From an optimization exercise on the open Yosys and OpenROAD flow, aimed at small area; shortcuts taken in it are not production practice.
The RTL was checked by simulation tests, not by an equivalence proof against the original design.
Power is estimated from default activity; no workload was simulated. The clock port is modelled as an ideal driver; clocking choices that lean on that would not hold on a real chip.

job 101:
## dense_1_feeder
module dense_1_feeder #(
  parameter int IN_W            = 32,
  parameter int OUT_W           = 128,
  parameter int WORDS_PER_FRAME = 8,
  parameter int GAP             = 64,
  parameter int DEPTH           = 16
) (
  input  logic             clk,
  input  logic             rst,
  input  logic             vld_in,
  input  logic [IN_W-1:0]  data_in,
  output logic             rdy_out,
  output logic             vld_out,
  output logic [OUT_W-1:0] data_out,
  output logic             last_out,
  output logic             ovf
);
Size: roughly 3700 cells after synthesis, about 170 I/O pins, ~57000 um2 of cells after synthesis.
Settings: LEC_CHECK=0, ABC_AREA=1, CAP_MARGIN=0, CORE_MARGIN=2, CORE_UTILIZATION=70, PLACE_DENSITY=0.8, SLEW_MARGIN=0; clock period 5.0 ns.
standard.sh (not shown) runs the stock make flow with config.mk's settings and CLKGATE_MAP_FILE= SYNTH_SCRIPT=/design/flow/synth_recipe.tcl, a recipe that flattens the netlist after the stock synthesis.
==> flow/flow/run.sh <==
#!/bin/bash
set -euo pipefail
here=$PWD
res=$here/orfs/results/$FLOW_PLATFORM/dense_1_feeder/base

# 1. standard synthesis, up to the Yosys netlist
bash standard.sh $res/1_2_yosys.v > synth.log 2>&1

# re-map the combinational logic
mkdir -p remap
cp $res/1_2_yosys.v remap/in.v
cp $res/1_2_yosys.v remap/standard_1_2_yosys.v
export REMAP_LIB=$FLOW_HOME/platforms/$FLOW_PLATFORM/lib/sky130_fd_sc_hd__tt_025C_1v80.lib
YOSYS=${YOSYS_EXE:-$FLOW_HOME/../tools/install/yosys/bin/yosys}
(cd remap && $YOSYS -c $here/flow/remap.tcl) > remap.log 2>&1
cp remap/out.v $res/1_2_yosys.v
touch $res/1_2_yosys.v

# 2. the rest of the standard flow, with its own clock tree settings and
#    the smallest buffer on each port
export CTS_ARGS="-sink_clustering_enable -repair_clock_nets -dont_use_dummy_load -sink_clustering_size 30 -sink_clustering_max_diameter 90"
export BUFFER_PORTS_ARGS="-buffer_cell sky130_fd_sc_hd__buf_1"
bash standard.sh > layout.log 2>&1
Other scripts of this flow, unchanged in this note and not shown: flow/flow/remap.tcl
Job 101 | stages: all done | timing, DRC, antenna: all pass
#### Input delta (job 102 over job 101)
Settings: swapping 70 for 60 in CORE_UTILIZATION; clearing PLACE_DENSITY, which used to be 0.8.
--- a/flow/flow/run.sh
+++ b/flow/flow/run.sh
@@ -19,5 +19,5 @@
 # 2. the rest of the standard flow, with its own clock tree settings and
 #    the smallest buffer on each port
-export CTS_ARGS="-sink_clustering_enable -repair_clock_nets -dont_use_dummy_load -sink_clustering_size 30 -sink_clustering_max_diameter 90"
+export CTS_ARGS="-sink_clustering_enable -repair_clock_nets -dont_use_dummy_load -sink_clustering_size 18 -sink_clustering_max_diameter 50 -buf_list {sky130_fd_sc_hd__clkbuf_16 sky130_fd_sc_hd__clkbuf_8} -sink_clustering_buffer sky130_fd_sc_hd__clkbuf_8"
 export BUFFER_PORTS_ARGS="-buffer_cell sky130_fd_sc_hd__buf_1"
 bash standard.sh > layout.log 2>&1
Notes after the runs:
Job 102 vs job 101, count of inserted antenna diode cells went up by 1.
Diff job 101 -> job 102 | worst ir drop on vdd | decrease of 0.0043 mV
Floorplan check, job 102 vs job 101: die outline larger in job 102
Share of total power in sequential cells (job 102 over job 101): decrease, 0.4 points
For the clock skew, job 102 came in 0.035 ns higher than job 101 did.
Diff job 101 -> job 102: routed wire length up 5.1 mm; switching power picked up an extra 2.2%; count of pins over their slew limit closely matched the old numbers; total power grew by about 0.6%.
Job 102: hold slack is 0.0089 ns higher than what job 101 reported.
#### Input delta (job 103 over job 102)
Settings: CORE_UTILIZATION now 80, was 60.
--- a/flow/flow/run.sh
+++ b/flow/flow/run.sh
@@ -19,5 +19,5 @@
 # 2. the rest of the standard flow, with its own clock tree settings and
 #    the smallest buffer on each port
-export CTS_ARGS="-sink_clustering_enable -repair_clock_nets -dont_use_dummy_load -sink_clustering_size 18 -sink_clustering_max_diameter 50 -buf_list {sky130_fd_sc_hd__clkbuf_16 sky130_fd_sc_hd__clkbuf_8} -sink_clustering_buffer sky130_fd_sc_hd__clkbuf_8"
+export CTS_ARGS="-sink_clustering_enable -repair_clock_nets -dont_use_dummy_load -sink_clustering_size 30 -sink_clustering_max_diameter 90"
 export BUFFER_PORTS_ARGS="-buffer_cell sky130_fd_sc_hd__buf_1"
 bash standard.sh > layout.log 2>&1
--- outcome ---
- The multi-input combinational cell count on job 102 is in line with that on job 103.
- Via count of the first global-routing pass: job 103 > job 102
- Job 103 vs. job 102: power density over cell area increased by 15 nW/um2 relative to the old numbers; flip-flop and latch count was more or less identical; final critical path time including I/O delays and setup now larger; clock share of power up 0.2 points; combinational share of power went up 0.4 points.
- Job 103: PASS, flow complete, no timing, DRC or antenna violations
- Going from job 102 to job 103, non-clock buffer count grew by a few percent.
- Compared with job 102, job 103 shows a lower layout cell share with drive strength beyond 1.
The following lists how job 104 was set up differently from job 103:
Settings: a change of CORE_UTILIZATION from 80 to 60.
--- a/flow/flow/run.sh
+++ b/flow/flow/run.sh
@@ -19,5 +19,5 @@
 # 2. the rest of the standard flow, with its own clock tree settings and
 #    the smallest buffer on each port
-export CTS_ARGS="-sink_clustering_enable -repair_clock_nets -dont_use_dummy_load -sink_clustering_size 30 -sink_clustering_max_diameter 90"
+export CTS_ARGS="-sink_clustering_enable -repair_clock_nets -dont_use_dummy_load -sink_clustering_size 40 -sink_clustering_max_diameter 50"
 export BUFFER_PORTS_ARGS="-buffer_cell sky130_fd_sc_hd__buf_1"
 bash standard.sh > layout.log 2>&1
- [compare] base=job 103 new=job 104: maximum operating frequency increased about 7%, starting utilization of the core area now sits lower, final hold slack down 0.014 ns, count of standard-cell rows shows an increase of about 16%.
- In job 104, the delay of the slowest cell on the worst path came out 0.15 ns below the value in job 103.
- When the final numbers for job 103 and job 104 were put side by side, the multi-input combinational area share turned out to be smaller in job 104.
- Job 104 has more setup slack than job 103.
- Compared to job 103, the routing of job 104 uses less wire.
- Relative to job 103, job 104 improves shortest clock period the worst path allows after layout.
- Combinational cell fraction of total power delta for job 104 relative to job 103: 0.9 points lower
- Looking only at final-layout clock buffer total, and setting everything else aside, the higher value of job 103 and job 104 goes to job 104.
The following lists how job 105 was set up differently from job 104:
--- a/flow/flow/run.sh
+++ b/flow/flow/run.sh
@@ -19,5 +19,5 @@
 # 2. the rest of the standard flow, with its own clock tree settings and
 #    the smallest buffer on each port
-export CTS_ARGS="-sink_clustering_enable -repair_clock_nets -dont_use_dummy_load -sink_clustering_size 40 -sink_clustering_max_diameter 50"
+export CTS_ARGS="-sink_clustering_enable -repair_clock_nets -dont_use_dummy_load -sink_clustering_size 34 -sink_clustering_max_diameter 70"
 export BUFFER_PORTS_ARGS="-buffer_cell sky130_fd_sc_hd__buf_1"
 bash standard.sh > layout.log 2>&1
Results
- Going from job 104 to job 105, via count went down by 0.91%, number of vias per cell essentially unchanged, met2 demand-to-capacity share in global routing shrank by 0.25 points, global-route usage lower.
- Final standard cell count with taps included and fillers excluded of job 105 falls short of that of job 104 slightly.
- Against job 104, job 105 comes in 0.05 ns lower on largest incremental delay on the critical path.
- Diff job 104 -> job 105: area of all placed cells without fillers -about 2%, logic gate share of total power up 0.6 points.
- Path depth of the worst reg2reg path of job 105 exceeds that of job 104 by more than 10%.
- In the metrics for job 104 and job 105, the one carrying the lower sum of routed wire length over all layers is job 105.
- Lower critical path depth was reported by job 104, not job 105.


Starting RTL as in the previous note.
==> flow/design.v (excerpt) <==
module dense_1_feeder #(
  parameter int IN_W            = 32,
  parameter int OUT_W           = 128,
  parameter int WORDS_PER_FRAME = 8,
  parameter int GAP             = 64,
  parameter int DEPTH           = 16
) (
  input  logic             clk,
  input  logic             rst,
  input  logic             vld_in,
  input  logic [IN_W-1:0]  data_in,
  output logic             rdy_out,
  output logic             vld_out,
  output logic [OUT_W-1:0] data_out,
  output logic             last_out,
  output logic             ovf
);
Settings: LEC_CHECK=0, ABC_AREA=1, CAP_MARGIN=0, CORE_MARGIN=2, CORE_UTILIZATION=60, SLEW_MARGIN=0; clock period 5.0 ns.
==> flow/flow/run.sh <==
#!/bin/bash
set -euo pipefail
here=$PWD
res=$here/orfs/results/$FLOW_PLATFORM/dense_1_feeder/base

# 1. standard synthesis, up to the Yosys netlist
bash standard.sh $res/1_2_yosys.v > synth.log 2>&1

# re-map the combinational logic
mkdir -p remap
cp $res/1_2_yosys.v remap/in.v
cp $res/1_2_yosys.v remap/standard_1_2_yosys.v
export REMAP_LIB=$FLOW_HOME/platforms/$FLOW_PLATFORM/lib/sky130_fd_sc_hd__tt_025C_1v80.lib
YOSYS=${YOSYS_EXE:-$FLOW_HOME/../tools/install/yosys/bin/yosys}
(cd remap && $YOSYS -c $here/flow/remap.tcl) > remap.log 2>&1
cp remap/out.v $res/1_2_yosys.v
touch $res/1_2_yosys.v

# 2. the rest of the standard flow, with its own clock tree settings and
#    the smallest buffer on each port
export CTS_ARGS="-sink_clustering_enable -repair_clock_nets -dont_use_dummy_load -sink_clustering_size 20 -sink_clustering_max_diameter 40 -buf_list {sky130_fd_sc_hd__clkbuf_16 sky130_fd_sc_hd__clkbuf_8} -sink_clustering_buffer sky130_fd_sc_hd__clkbuf_8"
export BUFFER_PORTS_ARGS="-buffer_cell sky130_fd_sc_hd__buf_1"
bash standard.sh > layout.log 2>&1
Other scripts of this flow, unchanged in this note and not shown: flow/flow/remap.tcl
==> next run, changes <==
--- a/flow/flow/run.sh
+++ b/flow/flow/run.sh
@@ -21 +21 @@
-export CTS_ARGS="-sink_clustering_enable -repair_clock_nets -dont_use_dummy_load -sink_clustering_size 20 -sink_clustering_max_diameter 40 -buf_list {sky130_fd_sc_hd__clkbuf_16 sky130_fd_sc_hd__clkbuf_8} -sink_clustering_buffer sky130_fd_sc_hd__clkbuf_8"
+export CTS_ARGS="-sink_clustering_enable -repair_clock_nets -dont_use_dummy_load -sink_clustering_size 30 -sink_clustering_max_diameter 90"
- PLACE_DENSITY: default -> 0.75
Outcome:
- The new run finished clean
- global-route usage is lower by 2.2 points
- utilization shrinks by 0.49 points
- die area does not change
- via count decreases by a few percent
- synthesized cell count stays the same
==> next run, changes <==
--- a/flow/flow/run.sh
+++ b/flow/flow/run.sh
@@ -21 +21 @@
-export CTS_ARGS="-sink_clustering_enable -repair_clock_nets -dont_use_dummy_load -sink_clustering_size 30 -sink_clustering_max_diameter 90"
+export CTS_ARGS="-sink_clustering_enable -repair_clock_nets -dont_use_dummy_load -sink_clustering_size 48 -sink_clustering_max_diameter 55"
- PLACE_DENSITY: 0.75 -> default
After rerunning:
- power came out higher by 5.8%
- critical path depth came out lower by 7
- synthesized area is unchanged
- register-to-register slack improves by 0.08 ns
- final area came out higher by about 1.8%
==> next run, changes <==
--- a/flow/flow/run.sh
+++ b/flow/flow/run.sh
@@ -21 +21 @@
-export CTS_ARGS="-sink_clustering_enable -repair_clock_nets -dont_use_dummy_load -sink_clustering_size 48 -sink_clustering_max_diameter 55"
+export CTS_ARGS="-sink_clustering_enable -repair_clock_nets -dont_use_dummy_load -sink_clustering_size 30 -sink_clustering_max_diameter 90"
- GPL_TIMING_DRIVEN: default -> 0
After rerunning:
- cell count falls slightly
- cell area falls slightly
- total power falls by a few percent
- synthesized cell count does not change
- core utilization falls by 0.31 points
- register-to-register slack is worse by 0.15 ns
- clock skew falls by 0.0098 ns

==> afterwards: timing with drivers on the ports <==
The results above use ideal ports. As a check the final layouts listed here were re-extracted and re-timed, cells and wires unchanged. Step 1, drivers: a clkbuf_16 drives clk and a buf_2 each remaining input, both assumed. Step 2 times the ports against the registers' clock, not the clock port: input delays grow and output delays shrink by t, the midpoint of the rising clock arrivals with the driver on. a / b / c = no drivers / after step 1 / after step 2; a / b = the first two.
| run | shift t [ns] | setup slack, ns | hold slack, ns | pins driven straight from the clock port |
|---|---|---|---|---|
| job 101 | 0.717 | 0.364 / 0.364 / 0.364 | 0.267 / 0.267 / 0.267 | 1 |
| job 102 | 0.776 | 0.345 / 0.345 / 0.345 | 0.276 / 0.276 / 0.276 | 1 |
| job 103 | 0.742 | 0.075 / 0.075 / 0.075 | 0.297 / 0.297 / 0.297 | 1 |
| job 104 | 0.796 | 0.411 / 0.411 / 0.411 | 0.283 / 0.283 / 0.283 | 1 |
| job 105 | 0.728 | 0.413 / 0.413 / 0.413 | 0.258 / 0.258 / 0.258 | 1 |
| the first run of note 2 | 0.786 | 0.377 / 0.377 / 0.377 | 0.278 / 0.278 / 0.278 | 1 |
| the second run of note 2 | 0.726 | 0.290 / 0.290 / 0.290 | 0.271 / 0.271 / 0.271 | 1 |
| the third run of note 2 | 0.773 | 0.375 / 0.375 / 0.375 | 0.245 / 0.245 / 0.245 | 1 |
| the fourth run of note 2 | 0.742 | 0.226 / 0.226 / -0.413 | 0.278 / 0.278 / 0.278 | 1 |
Met with ideal ports but missed after step 2: setup timing in the fourth run of note 2. The setup slack of the fourth run of note 2, which loses most, moves by 0.000 ns with the drivers and by -0.639 ns with both steps.
